This design comes from an exercise in tuning for small area and few clock cycles on the open sky130 flow, not from production work. The RTL was checked by simulation tests, not by an equivalence proof against the original design.

## flow/design.v (module list and top-level ports; edited modules follow where they fit)
// module ptc_cordic_cell: 18 lines
// module ptc_xy_seg: 27 lines
// module ptc_add32: 34 lines
// module ptc_qest: 293 lines
// module ptc_rem: 577 lines
// module ptc_mult: 1110 lines
// module ptc_fold: 46 lines
// module ptc_zchain: 43 lines
// module ptc_cordic_table: 74 lines
// module phase_to_complex_transmission: 261 lines
module phase_to_complex_transmission #(
   parameter int unsigned CORDIC_STAGES = 18
) (
   input  logic                                 clock,
   input  logic                                 reset,
   input  logic                                 req_valid,
   output logic                                 req_ready,
   input  logic signed [ptc_pkg::SAMPLE_W-1:0]  req_sample,
   input  logic                                 req_last,
   output logic                                 rsp_valid,
   input  logic                                 rsp_ready,
   output logic signed [ptc_pkg::OUT_W-1:0]     rsp_real,
   output logic signed [ptc_pkg::OUT_W-1:0]     rsp_imag,
   output logic                                 rsp_last,
   input  logic                                 csr_valid,
   output logic                                 csr_ready,
   input  logic [ptc_pkg::CSR_INDEX_W-1:0]      csr_index,
   input  logic [ptc_pkg::CSR_DATA_W-1:0]       csr_wdata
);
  // ...
==> flow/run.sh <==
#!/bin/bash
# synth_recipe.tcl (not shown) runs the flow's synth.tcl, then flattens the netlist and writes it again
# the make line also repeats each setting of config.mk as NAME=value (left out here)
make -C /OpenROAD-flow-scripts/flow DESIGN_CONFIG=/design/flow/config.mk WORK_HOME=/design/flow/orfs CLKGATE_MAP_FILE= SYNTH_SCRIPT=/design/flow/synth_recipe.tcl finish
==> flow/config.mk <==
export PLATFORM = sky130hd
export DESIGN_NAME = phase_to_complex_transmission
export DESIGN_NICKNAME = phase_to_complex_transmission
export VERILOG_FILES = /design/flow/design.v
export SDC_FILE = /design/flow/constraint.sdc
export NUM_CORES = 4
export LEC_CHECK = 0
export ABC_AREA = 1
export CAP_MARGIN = 20
export CORE_MARGIN = 2
export CORE_UTILIZATION = 40
export PLACE_DENSITY = 0.6
export SLEW_MARGIN = 20
==> flow/constraint.sdc <==
create_clock -name core_clock -period 12.0 [get_ports {clock}]
set_input_delay 2.4000 -clock core_clock [delete_from_list [all_inputs] [get_ports {clock}]]
set_output_delay 2.4000 -clock core_clock [all_outputs]
set_load 0.01 [all_outputs]
==> run notes, run 1 <==
* Status: no timing/DRC/antenna violations
* CP bufs+invs at 9
* H-tree levels at 3
* Comb_multi_in at 9411
* Final setup viols at 0
* CTS max path bufs at 3
* Clock buffer count at 125
* Antenna-violating nets left at 0
* Slowest stage cell, crit path: xor2_1
* Most common cell after layout, fill and taps aside: inv_1
* Post-cts resize count at 0
* Met2 wire len at 152 mm
* Crit Path Category: reg2reg
* Floorplan die width at 515 um
* Worst EP required at 12.51 ns
* Post-Route M1 WL at 137 mm
* Multi-input combinational cell area at 74700 sq um
* Largest net degree at the start of global routing at 78
* Largest family of logic cells by synthesized area: adder cells
* GR peak layer: met2
* Crit path top cell by count: inv_1
* Top cell category: multi-input gates
* EDFF count, synth at 615
* DR DRC count at 0
* Max-slew headroom at 23.4%
* Clock-pin slew of the registers on the worst-case setup and hold paths at 0.06 ns
* Layout cells sized above 1 at 3.98%
* Mux share of post-synthesis cell area at 0.0395%
* CTS tree: built
* Post-Syn Nets at 14812
* Inverters at 2083
* Buffering overhead at 2.05%
* Fmax achieved at 95.4 MHz
* Gate Count Post-Synth at 12610
* Routability cong. at 0.989
* Top sig layer: met4
* Adder-Cell Fraction of Synth Area at 32.1%
* Hold path start: s7_dir[14]
* Tap cells at 3496
* # IOs at 122
* Worst R2R Setup Slack at 1.51 ns
Testbench counts, summed over its fixed seeds: cycles 8,088.
==> module ptc_cordic_cell, before the edit <==
module ptc_cordic_cell #(
   parameter int unsigned STAGE = 0
) (
   input  logic               dir,
   input  logic               hold,
   input  logic signed [31:0] x_i,
   input  logic signed [31:0] y_i,
   output logic signed [31:0] x_o,
   output logic signed [31:0] y_o
);
   logic signed [31:0] dx, dy;
   always_comb begin
      dx = y_i >>> STAGE;
      dy = x_i >>> STAGE;
   end
   ptc_add32 ax (.a(x_i), .b(dx ^ {32{dir}}), .ci(dir), .s(x_o));
   ptc_add32 ay (.a(y_i), .b((dy ^ {32{!dir}}) & {32{!hold}}), .ci(!dir && !hold), .s(y_o));
endmodule
==> module ptc_fold, before the edit <==
module ptc_fold (
   input  logic [40:0]        r,
   output logic [31:0]        z,
   output logic               neg
);
   localparam logic [40:0] U_T       = 41'd1531288834321;            
   localparam logic [40:0] U_LO_J0   = 41'd775678722863;    
   localparam logic [40:0] U_LO_J1   = 41'd991567326127;    
   localparam logic [40:0] U_MID_J0  = 41'd1207455929408;    
   localparam logic [40:0] U_MID_J1  = 41'd1423344532672;    
   localparam logic [40:0] U_HI_J0   = 41'd1639233135953;    
   localparam logic [40:0] U_HI_J1   = 41'd1855121739217;    
   logic [40:0] ru;
   logic        kp, km, j0, j1, e_p, e_m;
   logic [31:0] c;
   always_comb begin
      ru  = {!r[40], r[39:0]};
      kp  = r[40];                     
      km  = !(ru < U_T);               
      if (kp) begin
         j0 = ru < U_LO_J0;
         j1 = ru < U_LO_J1;
      end else if (km) begin
         j0 = ru < U_HI_J0;
         j1 = ru < U_HI_J1;
      end else begin
         j0 = ru < U_MID_J0;
         j1 = ru < U_MID_J1;
      end
      e_p = r[5:0] >= 6'd47;
      e_m = r[5:0] < 6'd17;
      case ({kp, km, j0, j1})
         4'b1011: c = 32'h921fb544 + {31'd0, e_p};
         4'b1001: c = 32'hc90fdaa2 + {31'd0, e_p};
         4'b1000: c = {31'd0, e_p};
         4'b0011: c = 32'h00000000;
         4'b0001: c = 32'h36f0255e;
         4'b0000: c = 32'h6de04abc;
         4'b0111: c = 32'h6de04abc - {31'd0, e_m};
         4'b0101: c = 32'ha4d0701a - {31'd0, e_m};
         default: c = 32'hdbc09578 - {31'd0, e_m};
      endcase
      neg = !j0 && j1;
      z = r[37:6] + c;
   end
endmodule
==> module phase_to_complex_transmission, before the edit <==
module phase_to_complex_transmission #(
   parameter int unsigned CORDIC_STAGES = 18
) (
   input  logic                                 clock,
   input  logic                                 reset,
   input  logic                                 req_valid,
   output logic                                 req_ready,
   input  logic signed [ptc_pkg::SAMPLE_W-1:0]  req_sample,
   input  logic                                 req_last,
   output logic                                 rsp_valid,
   input  logic                                 rsp_ready,
   output logic signed [ptc_pkg::OUT_W-1:0]     rsp_real,
   output logic signed [ptc_pkg::OUT_W-1:0]     rsp_imag,
   output logic                                 rsp_last,
   input  logic                                 csr_valid,
   output logic                                 csr_ready,
   input  logic [ptc_pkg::CSR_INDEX_W-1:0]      csr_index,
   input  logic [ptc_pkg::CSR_DATA_W-1:0]       csr_wdata
);
   function automatic logic signed [23:0] sat_out(input logic signed [55:0] v);
      if (v > 56'sd8388607) begin
         sat_out = 24'sh7FFFFF;
      end else if (v < -56'sd8388608) begin
         sat_out = 24'sh800000;
      end else begin
         sat_out = v[23:0];
      end
   endfunction
   logic [SCALE_W-1:0] phase_scale_ff;
   logic               weak_mode_ff;
   logic               advance;
   logic               accept;
   logic               out_valid;
   assign csr_ready = 1'b1;
   always_ff @(posedge clock) begin
      if (reset) begin
         phase_scale_ff <= PHASE_SCALE_RESET;
         weak_mode_ff   <= 1'b0;
      end else if (csr_valid) begin
         case (csr_index)
            CSR_PHASE_SCALE: phase_scale_ff <= csr_wdata;
            CSR_WEAK_MODE:   weak_mode_ff   <= csr_wdata[0];
            default: ;
         endcase
      end
   end
   assign advance   = !out_valid || rsp_ready;
   assign req_ready = advance;
   assign accept    = req_valid && advance;
   logic [PROD_W-1:0]        prod;
   logic signed [PROD_W-1:0] s1_p;
   logic                     s1_v, s1_l, s1_w;
   ptc_mult u_mult (
      .s (req_sample),
      .c (phase_scale_ff),
      .p (prod)
   );
   logic [17:0]              q2;
   logic [40:0]              r2;
   logic signed [PROD_W-1:0] w_sum, w_shift;
   logic signed [23:0]       weak2;
   logic [40:0]              s2_r;
   logic                     s2_v, s2_l, s2_w;
   ptc_qest u_qest (
      .ph (s1_p[PROD_W-1:38]),
      .q  (q2)
   );
   ptc_rem u_rem (
      .p  (s1_p[40:0]),
      .q  (q2),
      .r  (r2)
   );
   always_comb begin
      w_sum   = s1_p + 56'sd524288;
      w_shift = w_sum >>> 20;
      weak2   = sat_out(w_shift);
   end
   logic [31:0]              z0, z2;
   logic                     neg3;
   logic [17:0]              dir_a;
   logic [31:0]              s3_z;
   logic [1:0]               s3_dir;
   logic                     s3_neg;
   logic                     s3_v, s3_l, s3_w;
   ptc_fold u_fold (
      .r   (s2_r),
      .z   (z0),
      .neg (neg3)
   );
   ptc_zchain #(.FIRST(0), .LAST(1)) u_z0 (
      .z_i   (z0),
      .z_o   (z2),
      .dir_o (dir_a)
   );
   logic [31:0]              z5;
   logic [17:0]              dir_b;
   logic [31:0]              s4_z;
   logic [4:0]               s4_dir;
   logic                     s4_neg;
   logic                     s4_v, s4_l, s4_w;
   ptc_zchain #(.FIRST(2), .LAST(4)) u_z1 (
      .z_i   (s3_z),
      .z_o   (z5),
      .dir_o (dir_b)
   );
   logic [31:0]              z8;
   logic [17:0]              dir_c;
   logic [31:0]              s5_z;
   logic [7:0]               s5_dir;
   logic                     s5_neg;
   logic                     s5_v, s5_l, s5_w;
   ptc_zchain #(.FIRST(5), .LAST(7)) u_z2 (
      .z_i   (s4_z),
      .z_o   (z8),
      .dir_o (dir_c)
   );
   logic [31:0]              z10;
   logic [17:0]              dir_d, dir6;
   logic signed [31:0]       tx6, ty6, x6, y6, x8, y8;
   logic signed [31:0]       s6_x, s6_y;
   logic [17:0]              s6_dir;
   logic                     s6_neg;
   logic                     s6_v, s6_l, s6_w;
   ptc_zchain #(.FIRST(8), .LAST(9)) u_z3 (
      .z_i   (s5_z),
      .z_o   (z10),
      .dir_o (dir_d)
   );
   always_comb begin
      dir6 = dir_d | {10'd0, s5_dir};
      dir6[10] = !z10[21];
      for (int k = 11; k < 18; k++) dir6[k] = z10[31-k];
   end
   ptc_cordic_table u_table (
      .sig (s5_dir[5:0]),
      .x   (tx6),
      .y   (ty6)
   );
   assign x6 = s5_w ? {{8{s5_z[23]}}, s5_z[23:0]} : tx6;
   assign y6 = s5_w ? 32'sd0 : ty6;
   ptc_xy_seg #(.FIRST(6), .LAST(7)) u_seg1 (
      .dir (dir6), .hold (s5_w), .x_i (x6), .y_i (y6), .x_o (x8), .y_o (y8));
   logic signed [31:0]       x10, y10, x12, y12, x14, y14, x16, y16;
   logic signed [31:0]       s7_x, s7_y, s8_x, s8_y, s9_x, s9_y, s10_x, s10_y;
   logic [17:0]              s7_dir, s8_dir, s9_dir, s10_dir;
   logic                     s7_neg, s8_neg, s9_neg, s10_neg;
   logic                     s7_v, s7_l, s7_w, s8_v, s8_l, s8_w;
   logic                     s9_v, s9_l, s9_w, s10_v, s10_l, s10_w;
   ptc_xy_seg #(.FIRST(8), .LAST(9)) u_seg2 (
      .dir (s6_dir), .hold (s6_w), .x_i (s6_x), .y_i (s6_y), .x_o (x10), .y_o (y10));
   ptc_xy_seg #(.FIRST(10), .LAST(11)) u_seg3 (
      .dir (s7_dir), .hold (s7_w), .x_i (s7_x), .y_i (s7_y), .x_o (x12), .y_o (y12));
   ptc_xy_seg #(.FIRST(12), .LAST(13)) u_seg4 (
      .dir (s8_dir), .hold (s8_w), .x_i (s8_x), .y_i (s8_y), .x_o (x14), .y_o (y14));
   ptc_xy_seg #(.FIRST(14), .LAST(15)) u_seg5 (
      .dir (s9_dir), .hold (s9_w), .x_i (s9_x), .y_i (s9_y), .x_o (x16), .y_o (y16));
   logic signed [31:0]       xs18, ys18;
   logic [ANGLE_W:0]         c_t, s_t;
   logic signed [OUT_W-1:0]  fmt_re, fmt_im;
   logic [2*OUT_W:0]         out_ff;
   ptc_xy_seg #(.FIRST(16), .LAST(17)) u_seg6 (
      .dir (s10_dir), .hold (s10_w), .x_i (s10_x), .y_i (s10_y), .x_o (xs18), .y_o (ys18));
   always_comb begin
      c_t = ({xs18[31], xs18} ^ {33{s10_neg}}) + {19'd0, 1'b1, 12'd0, s10_neg};
      s_t = ({ys18[31], ys18} ^ {33{s10_neg}}) + {19'd0, 1'b1, 12'd0, s10_neg};
      if (s10_w) begin
         fmt_re = ONE_Q16;
         fmt_im = xs18[23:0];
      end else begin
         fmt_re = {{5{c_t[32]}}, c_t[32:14]};
         fmt_im = {{5{s_t[32]}}, s_t[32:14]};
      end
   end
   always_ff @(posedge clock) begin
      if (reset) begin
         s1_v <= 1'b0;
         s2_v <= 1'b0;
         s3_v <= 1'b0;
         s4_v <= 1'b0;
         s5_v <= 1'b0;
         s6_v <= 1'b0;
         s7_v <= 1'b0;
         s8_v <= 1'b0;
         s9_v <= 1'b0;
         s10_v <= 1'b0;
         out_valid <= 1'b0;
      end else if (advance) begin
         s1_v <= accept;
         s2_v <= s1_v;
         s3_v <= s2_v;
         s4_v <= s3_v;
         s5_v <= s4_v;
         s6_v <= s5_v;
         s7_v <= s6_v;
         s8_v <= s7_v;
         s9_v <= s8_v;
         s10_v <= s9_v;
         out_valid <= s10_v;
      end
   end
   always_ff @(posedge clock) begin
      if (advance) begin
         s1_p    <= prod;
         s1_l    <= req_last;
         s1_w    <= weak_mode_ff;
         s2_r    <= s1_w ? {17'd0, weak2} : r2;
         s2_l    <= s1_l;
         s2_w    <= s1_w;
         s3_z    <= s2_w ? {8'd0, s2_r[23:0]} : z2;
         s3_dir  <= dir_a[1:0];
         s3_neg  <= neg3;
         s3_l    <= s2_l;
         s3_w    <= s2_w;
         s4_z    <= s3_w ? {8'd0, s3_z[23:0]} : z5;
         s4_dir  <= dir_b[4:0] | {3'd0, s3_dir};
         s4_neg  <= s3_neg;
         s4_l    <= s3_l;
         s4_w    <= s3_w;
         s5_z    <= s4_w ? {8'd0, s4_z[23:0]} : z8;
         s5_dir  <= dir_c[7:0] | {3'd0, s4_dir};
         s5_neg  <= s4_neg;
         s5_l    <= s4_l;
         s5_w    <= s4_w;
         s6_x <= x8;
         s6_y <= y8;
         s6_dir <= dir6;
         s6_neg <= s5_neg;
         s6_l <= s5_l;
         s6_w <= s5_w;
         s7_x <= x10;
         s7_y <= y10;
         s7_dir <= s6_dir;
         s7_neg <= s6_neg;
         s7_l <= s6_l;
         s7_w <= s6_w;
         s8_x <= x12;
         s8_y <= y12;
         s8_dir <= s7_dir;
         s8_neg <= s7_neg;
         s8_l <= s7_l;
         s8_w <= s7_w;
         s9_x <= x14;
         s9_y <= y14;
         s9_dir <= s8_dir;
         s9_neg <= s8_neg;
         s9_l <= s8_l;
         s9_w <= s8_w;
         s10_x <= x16;
         s10_y <= y16;
         s10_dir <= s9_dir;
         s10_neg <= s9_neg;
         s10_l <= s9_l;
         s10_w <= s9_w;
         out_ff  <= {fmt_re, fmt_im, s10_l};
      end
   end
   assign rsp_valid = out_valid;
   assign rsp_real  = out_ff[2*OUT_W:OUT_W+1];
   assign rsp_imag  = out_ff[OUT_W:1];
   assign rsp_last  = out_ff[0];
endmodule
==> run 2: changes to the inputs <==
--- a/flow/design.v
+++ b/flow/design.v
@@ -34,10 +34,13 @@
 );
    logic signed [31:0] dx, dy;
+   logic [32:0]        tx, ty;
    always_comb begin
       dx = y_i >>> STAGE;
       dy = x_i >>> STAGE;
+      tx = {x_i, 1'b1} + {dx ^ {32{dir}}, dir};
+      ty = {y_i, 1'b1} + {(dy ^ {32{!dir}}) & {32{!hold}}, !dir && !hold};
+      x_o = tx[32:1];
+      y_o = ty[32:1];
    end
-   ptc_add32 ax (.a(x_i), .b(dx ^ {32{dir}}), .ci(dir), .s(x_o));
-   ptc_add32 ay (.a(y_i), .b((dy ^ {32{!dir}}) & {32{!hold}}), .ci(!dir && !hold), .s(y_o));
 endmodule
 module ptc_xy_seg #(
@@ -68,38 +71,4 @@
    assign y_o = ys[LAST+1];
 endmodule
-module ptc_add32 (
-   input  logic [31:0] a,
-   input  logic [31:0] b,
-   input  logic        ci,
-   output logic [31:0] s
-);
-   logic [31:0] p, g;
-   logic [31:0] G [0:9];
-   logic [31:0] P [0:9];
-   assign p = a ^ b;
-   assign g = a & b;
-   always_comb begin
-      for (int l = 0; l < 10; l++) begin G[l] = '0; P[l] = '0; end
-      G[0] = g; P[0] = p;
-      G[0][0] = g[0] | (p[0] & ci);
-      for (int l = 1; l <= 5; l++) begin
-         G[l] = G[l-1]; P[l] = P[l-1];
-         for (int i = 0; i < 32; i++)
-            if (((i + 1) % (1 << l)) == 0) begin
-               G[l][i] = G[l-1][i] | (P[l-1][i] & G[l-1][i - (1 << (l-1))]);
-               P[l][i] = P[l-1][i] & P[l-1][i - (1 << (l-1))];
-            end
-      end
-      for (int l = 4; l >= 1; l--) begin
-         G[10-l] = G[9-l]; P[10-l] = P[9-l];
-         for (int i = 0; i < 32; i++)
-            if (((i + 1) % (1 << l)) == (1 << (l-1)) && i >= (1 << l)) begin
-               G[10-l][i] = G[9-l][i] | (P[9-l][i] & G[9-l][i - (1 << (l-1))]);
-               P[10-l][i] = P[9-l][i] & P[9-l][i - (1 << (l-1))];
-            end
-      end
-   end
-   assign s = p ^ {G[9][30:0], ci};
-endmodule
 module ptc_qest (
    input  logic [17:0] ph,
@@ -2083,48 +2052,57 @@
 endmodule
 module ptc_fold (
-   input  logic [40:0]        r,
-   output logic [31:0]        z,
-   output logic               neg
+   input  logic [40:0] r,
+   output logic [31:0] z1,
+   output logic        dir0,
+   output logic        neg
 );
-   localparam logic [40:0] U_T       = 41'd1531288834321;            
-   localparam logic [40:0] U_LO_J0   = 41'd775678722863;    
-   localparam logic [40:0] U_LO_J1   = 41'd991567326127;    
-   localparam logic [40:0] U_MID_J0  = 41'd1207455929408;    
-   localparam logic [40:0] U_MID_J1  = 41'd1423344532672;    
-   localparam logic [40:0] U_HI_J0   = 41'd1639233135953;    
-   localparam logic [40:0] U_HI_J1   = 41'd1855121739217;    
    logic [40:0] ru;
-   logic        kp, km, j0, j1, e_p, e_m;
+   logic        kp, km, j0, j1, g1, g2, ci;
    logic [31:0] c;
+   assign ru = {!r[40], r[39:0]};    
+   assign kp = r[40];                 
+   assign km = !(ru < 41'd1531288834321);    
    always_comb begin
-      ru  = {!r[40], r[39:0]};
-      kp  = r[40];                     
-      km  = !(ru < U_T);               
       if (kp) begin
-         j0 = ru < U_LO_J0;
-         j1 = ru < U_LO_J1;
+         j0 = ru < 41'd775678722863;
+         j1 = ru < 41'd991567326127;
+         g1 = !(ru < 41'd883623024495);
+         g2 = !(ru < 41'd1099511627759);
       end else if (km) begin
-         j0 = ru < U_HI_J0;
-         j1 = ru < U_HI_J1;
+         j0 = ru < 41'd1639233135953;
+         j1 = ru < 41'd1855121739217;
+         g1 = !(ru < 41'd1747177437585);
+         g2 = !(ru < 41'd1963066040849);
       end else begin
-         j0 = ru < U_MID_J0;
-         j1 = ru < U_MID_J1;
+         j0 = ru < 41'd1207455929408;
+         j1 = ru < 41'd1423344532672;
+         g1 = !(ru < 41'd1315400231040);
+         g2 = !(ru < 41'd1531288834304);
       end
-      e_p = r[5:0] >= 6'd47;
-      e_m = r[5:0] < 6'd17;
-      case ({kp, km, j0, j1})
-         4'b1011: c = 32'h921fb544 + {31'd0, e_p};
-         4'b1001: c = 32'hc90fdaa2 + {31'd0, e_p};
-         4'b1000: c = {31'd0, e_p};
-         4'b0011: c = 32'h00000000;
-         4'b0001: c = 32'h36f0255e;
-         4'b0000: c = 32'h6de04abc;
-         4'b0111: c = 32'h6de04abc - {31'd0, e_m};
-         4'b0101: c = 32'ha4d0701a - {31'd0, e_m};
-         default: c = 32'hdbc09578 - {31'd0, e_m};
+      dir0 = j0 || (j1 && g1) || (!j1 && g2);
+      neg  = !j0 && j1;
+      case ({kp, km, j0, j1, dir0})
+         5'b10111: c = 32'h5fdbbe9b;
+         5'b10010: c = 32'hfb53d14b;
+         5'b10011: c = 32'h96cbe3f9;
+         5'b10000: c = 32'h3243f6a9;
+         5'b10001: c = 32'hcdbc0957;
+         5'b01111: c = 32'h3b9c5412;
+         5'b01010: c = 32'hd71466c2;
+         5'b01011: c = 32'h728c7970;
+         5'b01000: c = 32'h0e048c20;
+         5'b01001: c = 32'ha97c9ece;
+         5'b00111: c = 32'hcdbc0957;
+         5'b00010: c = 32'h69341c07;
+         5'b00011: c = 32'h04ac2eb5;
+         5'b00000: c = 32'ha0244165;
+         5'b00001: c = 32'h3b9c5413;
+         default: c = 32'h00000000;
       endcase
-      neg = !j0 && j1;
-      z = r[37:6] + c;
+      ci = kp ? (r[5:0] >= 6'd47) : km ? !(r[5:0] < 6'd17) : 1'b0;
    end
+   logic [32:0] t;
+   assign t  = {r[37:6], 1'b1} + {c, ci};
+   assign z1 = t[32:1];
 endmodule
 module ptc_zchain #(
@@ -2323,51 +2301,63 @@
       weak2   = sat_out(w_shift);
    end
-   logic [31:0]              z0, z2;
-   logic                     neg3;
+   logic [31:0]              z1, z3;
+   logic                     dir0, neg3;
    logic [17:0]              dir_a;
    logic [31:0]              s3_z;
-   logic [1:0]               s3_dir;
+   logic [2:0]               s3_dir;
    logic                     s3_neg;
    logic                     s3_v, s3_l, s3_w;
    ptc_fold u_fold (
-      .r   (s2_r),
-      .z   (z0),
-      .neg (neg3)
+      .r    (s2_r),
+      .z1   (z1),
+      .dir0 (dir0),
+      .neg  (neg3)
    );
-   ptc_zchain #(.FIRST(0), .LAST(1)) u_z0 (
-      .z_i   (z0),
-      .z_o   (z2),
+   ptc_zchain #(.FIRST(1), .LAST(2)) u_z0 (
+      .z_i   (z1),
+      .z_o   (z3),
       .dir_o (dir_a)
    );
-   logic [31:0]              z5;
+   logic [31:0]              z6;
    logic [17:0]              dir_b;
    logic [31:0]              s4_z;
-   logic [4:0]               s4_dir;
+   logic [5:0]               s4_dir;
    logic                     s4_neg;
    logic                     s4_v, s4_l, s4_w;
-   ptc_zchain #(.FIRST(2), .LAST(4)) u_z1 (
+   ptc_zchain #(.FIRST(3), .LAST(5)) u_z1 (
       .z_i   (s3_z),
-      .z_o   (z5),
+      .z_o   (z6),
       .dir_o (dir_b)
    );
-   logic [31:0]              z8;
-   logic [17:0]              dir_c;
+   logic [31:0]              z9;
+   logic [17:0]              dir_c, dir5;
+   logic signed [31:0]       tx6, ty6, x6, y6, x9, y9;
+   logic signed [31:0]       s5_x, s5_y;
    logic [31:0]              s5_z;
-   logic [7:0]               s5_dir;
    logic                     s5_neg;
    logic                     s5_v, s5_l, s5_w;
-   ptc_zchain #(.FIRST(5), .LAST(7)) u_z2 (
+   ptc_zchain #(.FIRST(6), .LAST(8)) u_z2 (
       .z_i   (s4_z),
-      .z_o   (z8),
+      .z_o   (z9),
       .dir_o (dir_c)
    );
+   assign dir5 = dir_c | {12'd0, s4_dir};
+   ptc_cordic_table u_table (
+      .sig (s4_dir),
+      .x   (tx6),
+      .y   (ty6)
+   );
+   assign x6 = s4_w ? {{8{s4_z[23]}}, s4_z[23:0]} : tx6;
+   assign y6 = s4_w ? 32'sd0 : ty6;
+   ptc_xy_seg #(.FIRST(6), .LAST(8)) u_seg1 (
+      .dir (dir5), .hold (s4_w), .x_i (x6), .y_i (y6), .x_o (x9), .y_o (y9));
    logic [31:0]              z10;
    logic [17:0]              dir_d, dir6;
-   logic signed [31:0]       tx6, ty6, x6, y6, x8, y8;
+   logic signed [31:0]       x12, y12;
    logic signed [31:0]       s6_x, s6_y;
    logic [17:0]              s6_dir;
    logic                     s6_neg;
    logic                     s6_v, s6_l, s6_w;
-   ptc_zchain #(.FIRST(8), .LAST(9)) u_z3 (
+   ptc_zchain #(.FIRST(9), .LAST(9)) u_z3 (
       .z_i   (s5_z),
       .z_o   (z10),
@@ -2375,41 +2365,27 @@
    );
    always_comb begin
-      dir6 = dir_d | {10'd0, s5_dir};
+      dir6 = dir_d;
       dir6[10] = !z10[21];
       for (int k = 11; k < 18; k++) dir6[k] = z10[31-k];
    end
-   ptc_cordic_table u_table (
-      .sig (s5_dir[5:0]),
-      .x   (tx6),
-      .y   (ty6)
-   );
-   assign x6 = s5_w ? {{8{s5_z[23]}}, s5_z[23:0]} : tx6;
-   assign y6 = s5_w ? 32'sd0 : ty6;
-   ptc_xy_seg #(.FIRST(6), .LAST(7)) u_seg1 (
-      .dir (dir6), .hold (s5_w), .x_i (x6), .y_i (y6), .x_o (x8), .y_o (y8));
-   logic signed [31:0]       x10, y10, x12, y12, x14, y14, x16, y16;
-   logic signed [31:0]       s7_x, s7_y, s8_x, s8_y, s9_x, s9_y, s10_x, s10_y;
-   logic [17:0]              s7_dir, s8_dir, s9_dir, s10_dir;
-   logic                     s7_neg, s8_neg, s9_neg, s10_neg;
-   logic                     s7_v, s7_l, s7_w, s8_v, s8_l, s8_w;
-   logic                     s9_v, s9_l, s9_w, s10_v, s10_l, s10_w;
-   ptc_xy_seg #(.FIRST(8), .LAST(9)) u_seg2 (
-      .dir (s6_dir), .hold (s6_w), .x_i (s6_x), .y_i (s6_y), .x_o (x10), .y_o (y10));
-   ptc_xy_seg #(.FIRST(10), .LAST(11)) u_seg3 (
-      .dir (s7_dir), .hold (s7_w), .x_i (s7_x), .y_i (s7_y), .x_o (x12), .y_o (y12));
-   ptc_xy_seg #(.FIRST(12), .LAST(13)) u_seg4 (
-      .dir (s8_dir), .hold (s8_w), .x_i (s8_x), .y_i (s8_y), .x_o (x14), .y_o (y14));
-   ptc_xy_seg #(.FIRST(14), .LAST(15)) u_seg5 (
-      .dir (s9_dir), .hold (s9_w), .x_i (s9_x), .y_i (s9_y), .x_o (x16), .y_o (y16));
+   ptc_xy_seg #(.FIRST(9), .LAST(11)) u_seg2 (
+      .dir (dir6), .hold (s5_w), .x_i (s5_x), .y_i (s5_y), .x_o (x12), .y_o (y12));
+   logic signed [31:0]       x15, y15;
+   logic signed [31:0]       s7_x, s7_y;
+   logic [17:0]              s7_dir;
+   logic                     s7_neg;
+   logic                     s7_v, s7_l, s7_w;
+   ptc_xy_seg #(.FIRST(12), .LAST(14)) u_seg3 (
+      .dir (s6_dir), .hold (s6_w), .x_i (s6_x), .y_i (s6_y), .x_o (x15), .y_o (y15));
    logic signed [31:0]       xs18, ys18;
    logic [ANGLE_W:0]         c_t, s_t;
    logic signed [OUT_W-1:0]  fmt_re, fmt_im;
    logic [2*OUT_W:0]         out_ff;
-   ptc_xy_seg #(.FIRST(16), .LAST(17)) u_seg6 (
-      .dir (s10_dir), .hold (s10_w), .x_i (s10_x), .y_i (s10_y), .x_o (xs18), .y_o (ys18));
+   ptc_xy_seg #(.FIRST(15), .LAST(17)) u_seg4 (
+      .dir (s7_dir), .hold (s7_w), .x_i (s7_x), .y_i (s7_y), .x_o (xs18), .y_o (ys18));
    always_comb begin
-      c_t = ({xs18[31], xs18} ^ {33{s10_neg}}) + {19'd0, 1'b1, 12'd0, s10_neg};
-      s_t = ({ys18[31], ys18} ^ {33{s10_neg}}) + {19'd0, 1'b1, 12'd0, s10_neg};
-      if (s10_w) begin
+      c_t = ({xs18[31], xs18} ^ {33{s7_neg}}) + {19'd0, 1'b1, 12'd0, s7_neg};
+      s_t = ({ys18[31], ys18} ^ {33{s7_neg}}) + {19'd0, 1'b1, 12'd0, s7_neg};
+      if (s7_w) begin
          fmt_re = ONE_Q16;
          fmt_im = xs18[23:0];
@@ -2428,7 +2404,4 @@
          s6_v <= 1'b0;
          s7_v <= 1'b0;
-         s8_v <= 1'b0;
-         s9_v <= 1'b0;
-         s10_v <= 1'b0;
          out_valid <= 1'b0;
       end else if (advance) begin
@@ -2440,8 +2413,5 @@
          s6_v <= s5_v;
          s7_v <= s6_v;
-         s8_v <= s7_v;
-         s9_v <= s8_v;
-         s10_v <= s9_v;
-         out_valid <= s10_v;
+         out_valid <= s7_v;
       end
    end
@@ -2454,50 +2424,33 @@
          s2_l    <= s1_l;
          s2_w    <= s1_w;
-         s3_z    <= s2_w ? {8'd0, s2_r[23:0]} : z2;
-         s3_dir  <= dir_a[1:0];
+         s3_z    <= s2_w ? {8'd0, s2_r[23:0]} : z3;
+         s3_dir  <= {dir_a[2:1], dir0};
          s3_neg  <= neg3;
          s3_l    <= s2_l;
          s3_w    <= s2_w;
-         s4_z    <= s3_w ? {8'd0, s3_z[23:0]} : z5;
-         s4_dir  <= dir_b[4:0] | {3'd0, s3_dir};
+         s4_z    <= s3_w ? {8'd0, s3_z[23:0]} : z6;
+         s4_dir  <= dir_b[5:0] | {3'd0, s3_dir};
          s4_neg  <= s3_neg;
          s4_l    <= s3_l;
          s4_w    <= s3_w;
-         s5_z    <= s4_w ? {8'd0, s4_z[23:0]} : z8;
-         s5_dir  <= dir_c[7:0] | {3'd0, s4_dir};
+         s5_x    <= x9;
+         s5_y    <= y9;
+         s5_z    <= z9;
          s5_neg  <= s4_neg;
          s5_l    <= s4_l;
          s5_w    <= s4_w;
-         s6_x <= x8;
-         s6_y <= y8;
-         s6_dir <= dir6;
-         s6_neg <= s5_neg;
-         s6_l <= s5_l;
-         s6_w <= s5_w;
-         s7_x <= x10;
-         s7_y <= y10;
-         s7_dir <= s6_dir;
-         s7_neg <= s6_neg;
-         s7_l <= s6_l;
-         s7_w <= s6_w;
-         s8_x <= x12;
-         s8_y <= y12;
-         s8_dir <= s7_dir;
-         s8_neg <= s7_neg;
-         s8_l <= s7_l;
-         s8_w <= s7_w;
-         s9_x <= x14;
-         s9_y <= y14;
-         s9_dir <= s8_dir;
-         s9_neg <= s8_neg;
-         s9_l <= s8_l;
-         s9_w <= s8_w;
-         s10_x <= x16;
-         s10_y <= y16;
-         s10_dir <= s9_dir;
-         s10_neg <= s9_neg;
-         s10_l <= s9_l;
-         s10_w <= s9_w;
-         out_ff  <= {fmt_re, fmt_im, s10_l};
+         s6_x    <= x12;
+         s6_y    <= y12;
+         s6_dir  <= dir6;
+         s6_neg  <= s5_neg;
+         s6_l    <= s5_l;
+         s6_w    <= s5_w;
+         s7_x    <= x15;
+         s7_y    <= y15;
+         s7_dir  <= s6_dir;
+         s7_neg  <= s6_neg;
+         s7_l    <= s6_l;
+         s7_w    <= s6_w;
+         out_ff  <= {fmt_re, fmt_im, s7_l};
       end
    end
==> run 2 against run 1 <==
Against the previous run: clock skew is 0.0048 ns higher; utilization is 0.35 points lower; critical path depth is 17 higher; still clean on timing, DRC and antenna; via count is 24% higher; sequential share of layout area is 5.1 points lower.
==> run notes, run 2 <==
* H-tree levels at 3 (unchanged)
* Floorplan die width at 530 um (+2.7%)
* Gate Count Post-Synth at 15612 (+24%)
* I/O Buffers at 120
* CTS Sinks at 551
* Vias in the first global route at 103179
* Crit path DAT at 11.42 ns
* Crit. path cell count at 65
* EDFF count, synth at 448 (-27%)
* Max FFs per register at 56
* Worst setup EP type: flip-flop
* Slew at the pin closest to its max-slew limit at 1.20 ns
* Antenna violations before repair at 13
* Cell with the most instances after synthesis: nand2_1
* Max-slew headroom at 19.9% (-3.5 points)
* Crit-path max cell delay at 0.57 ns
* Aggregate negative setup slack at 0 ns
* Tot GR Track Use at 27.9%
* Final net count at 17425
* Synth top area share at 14.5%
* # IOs at 122 (unchanged)
* CTS Root Cell: clkbuf_16
* Layout cells sized above 1 at 3.82% (-0.16 points)
* Min cycle time layout at 10.98 ns
* Vias per cell at 5.55
* CTS tree: built
* Average wire per cell in the routed design at 20.8 um
* First-pass GRT wire length at 611 mm
* Fraction of registers with async set/reset at 0%
* CP Launch Point: s2_r[35]
* Antenna-violating nets left at 0 (unchanged)
* Slew Viols, Final at 0
* Routed wire length at 401 mm
* Top flop regs: s1_p: 56 flops, out_ff: 44 flops, s2_r: 41 flops
* Mapped Area at 110000 sq um
* Die H at 530 um
* Dominant cells by area after synthesis: ha_1 (14%), edfxtp_1 (12%), xor2_1 (10%)
* Status: no timing/DRC/antenna violations
* Crit Path Category: reg2reg
* Fmax achieved at 91.1 MHz (-4.5%)
* Worst EP required at 12.44 ns (-0.07 ns)
* Core area at 274000 sq um
* Register area share after synthesis at 14.0%
* Most common cell after layout, fill and taps aside: nand2_1
* Num CTS Buffers at 73
* Starting DRT DRC Count at 8826
* Reg-to-Reg Start: s2_r[35]
* Synthesized flop and latch total at 551
* Clock-pin slew of the registers on the worst-case setup and hold paths at 0.06 ns (about the same)
* Top_reg_cell synth: edfxtp_1
* Clock Latency Late Sink at 0.71 ns
* Yosys warnings at 15
* DR DRC count at 0 (unchanged)
* Clock Skews at 0.0694 ns
* DP HPWL at 327 mm
* Commonest cells after routing, fill and taps aside: nand2_1 (2714), inv_1 (2010), a21oi_1 (1593), xor2_1 (1318), nor2_1 (1289)
* Count of different cell masters after synthesis at 90
* Die area at 280000 sq um
* CTS max path bufs at 3 (unchanged)
* CP bufs+invs at 8 (-1)
* Final setup viols at 0 (unchanged)
* Max Cap Viol at 0
* R2R Path End: s3_z[21]
* Reg with most FFs: s1_p
* Crit-path max FO at 11
* Period utilization at 91.5%
* Crit path capture: s3_z[21]
* Worst-case reg-to-reg path depth at 65
* Largest net degree at the start of global routing at 141 (+81%)
* Post-Syn Nets at 17486 (+18%)
* Starting Density at 40.3%
* First-pass DRT Iterations at 6
* Routability cong. at 0.996 (+0.76%)
* Slowest stage cell, crit path: edfxtp_1
* Startpoint types: flip-flop
* RSZ-0062 raised after global routing: no
* Crit path top cell by count: nand2_1
* Area leader, netlist: ha_1
* Cell Rows at 192
* Grt ovf at 0
* Worst R2R Setup Slack at 1.02 ns (-0.49 ns)
* Vias at 107035
* Synthesis-to-layout area growth at 7.15%
* CP delay by family, top: simple AND/OR/NAND/NOR gates
* Hold WC Path Type: reg2reg
* Mean Syn Cell Area at 7.08 sq um
* Hold Fails Final Rpt at 0
* Commonest cells in the netlist: nand2_1 (2715), inv_1 (2013), a21oi_1 (1602), xor2_1 (1318), nor2_1 (1292)
==> run 2: repair_timing <==
| action | in CTS | in global routing |
|---|---|---|
| endpoints found under the setup margin | 0 | 4 |
| setup buffers | 0 | 7 |
| hold buffers | 0 | 0 |
| resized for setup | 0 | 2 |
==> run 2: worst min-delay path by stage <==
stage / startpoint / slack (ns) / to / depth (start not counted)
final: s4_l / 0.42 / s5_l / 0
after global routing: s5_l / 0.43 / s6_l / 0
after CTS: s4_l / 0.42 / s5_l / 0
after detailed placement: s6_l / 0.41 / s7_l / 0
after global placement: s3_l / 0.40 / s4_l / 0
after floorplan: s7_l / 0.40 / out_ff[0] / 0
==> run 2: cell families (layout without fill, tap and decap cells) <==
| family | Yosys count | in the layout | share of synthesized area (%) |
|---|---|---|---|
| AND/OR/NAND/NOR | 5116 | 5116 | 19.3 |
| buffers and inverters | 2502 | 2500 | 8.71 |
| AO/OA/AOI/OAI | 3911 | 3911 | 20.1 |
| XOR/XNOR | 1723 | 1723 | 13.7 |
| flip-flops | 551 | 551 | 14.0 |
| adder cells (fa/ha/maj) | 1804 | 1804 | 24.0 |
| multiplexers | 4 | 4 | 0.0362 |
| other | 1 | 2 | 0.00339 |
==> run 2: area by class of cell <==
type                    instances  area (sq um)
fillers                     28750        156000
multi-input cells           12559         85400
flip-flops and latches        551         15500
inverters                    2087          7880
well taps                    3686          4610
repair buffers                279          2420
clock buffers                  88          1990
clock inverters                46           527
diodes                          1          2.50
==> run 2: worst reg2reg max path, delay by kind of cell (launching register included) <==
kind | cells | cell delay (ns)
flops | 1 | 0.57
simple gates | 36 | 4.54
buf+inv | 8 | 0.87
compound gates | 17 | 3.46
fa+ha+maj | 4 | 1.30
==> run 2: metal layers <==
| metal | wire [um] | global-route usage, % | part of all wire, % | vias to the layer above |
|---|---|---|---|---|
| met3 | 23400 | 3.16 | 5.8 | 925 |
| met1 | 170000 | 35.3 | 42 | 49729 |
| met4 | 20400 | 12.2 | 5.1 | 4 |
| met5 | 49 | 0 | 0.012 | - |
| li1 | - | - | - | 52665 |
| met2 | 188000 | 47.6 | 47 | 3712 |
==> run 2: stage by stage <==
| step | worst slack (ns) | cell area, sq um | util (%) | std cells | hold slack [ns] |
|---|---|---|---|---|---|
| global placement | 0.864 | 116000 | 42.2 | 19155 | 0.401 |
| finish | 1.02 | 118000 | 43.2 | 19297 | 0.416 |
| global route | 0.00605 | 118000 | 43.2 | 19297 | 0.428 |
| CTS | 0.891 | 118000 | 43.2 | 19289 | 0.416 |
| detailed placement | 0.956 | 116000 | 42.2 | 19155 | 0.405 |
| floorplan | 1.76 | 110000 | - | 15612 | 0.400 |
Testbench counts of run 2, summed over its fixed seeds: cycles 8,064.

-- afterwards: timing with drivers on the ports --
In the flow no input, the clock included, has a driving cell. The finished layouts below were timed again as built, in two steps.
Step 1, drivers: a clkbuf_16 drives clock and a buf_2 each remaining input, both assumed.
Step 2 also shifts input and output timing later by t, the mid clock arrival at the registers, as if the neighbouring blocks saw the same clock.
Three values: no drivers, after step 1, after step 2; two values: the first two.
| run | t, ns | slack for setup (ns) | latest minus earliest clock arrival (ns) |
|---|---|---|---|
| run 1 | 0.855 | 1.513 / 1.513 / 1.502 | 0.070 / 0.070 |
| run 2 | 0.779 | 1.021 / 1.021 / 1.021 | 0.071 / 0.071 |
After both steps every run listed still meets setup and hold. For run 1, which loses most, drivers alone change the setup slack by 0.000 ns; drivers and shift together by -0.011 ns.
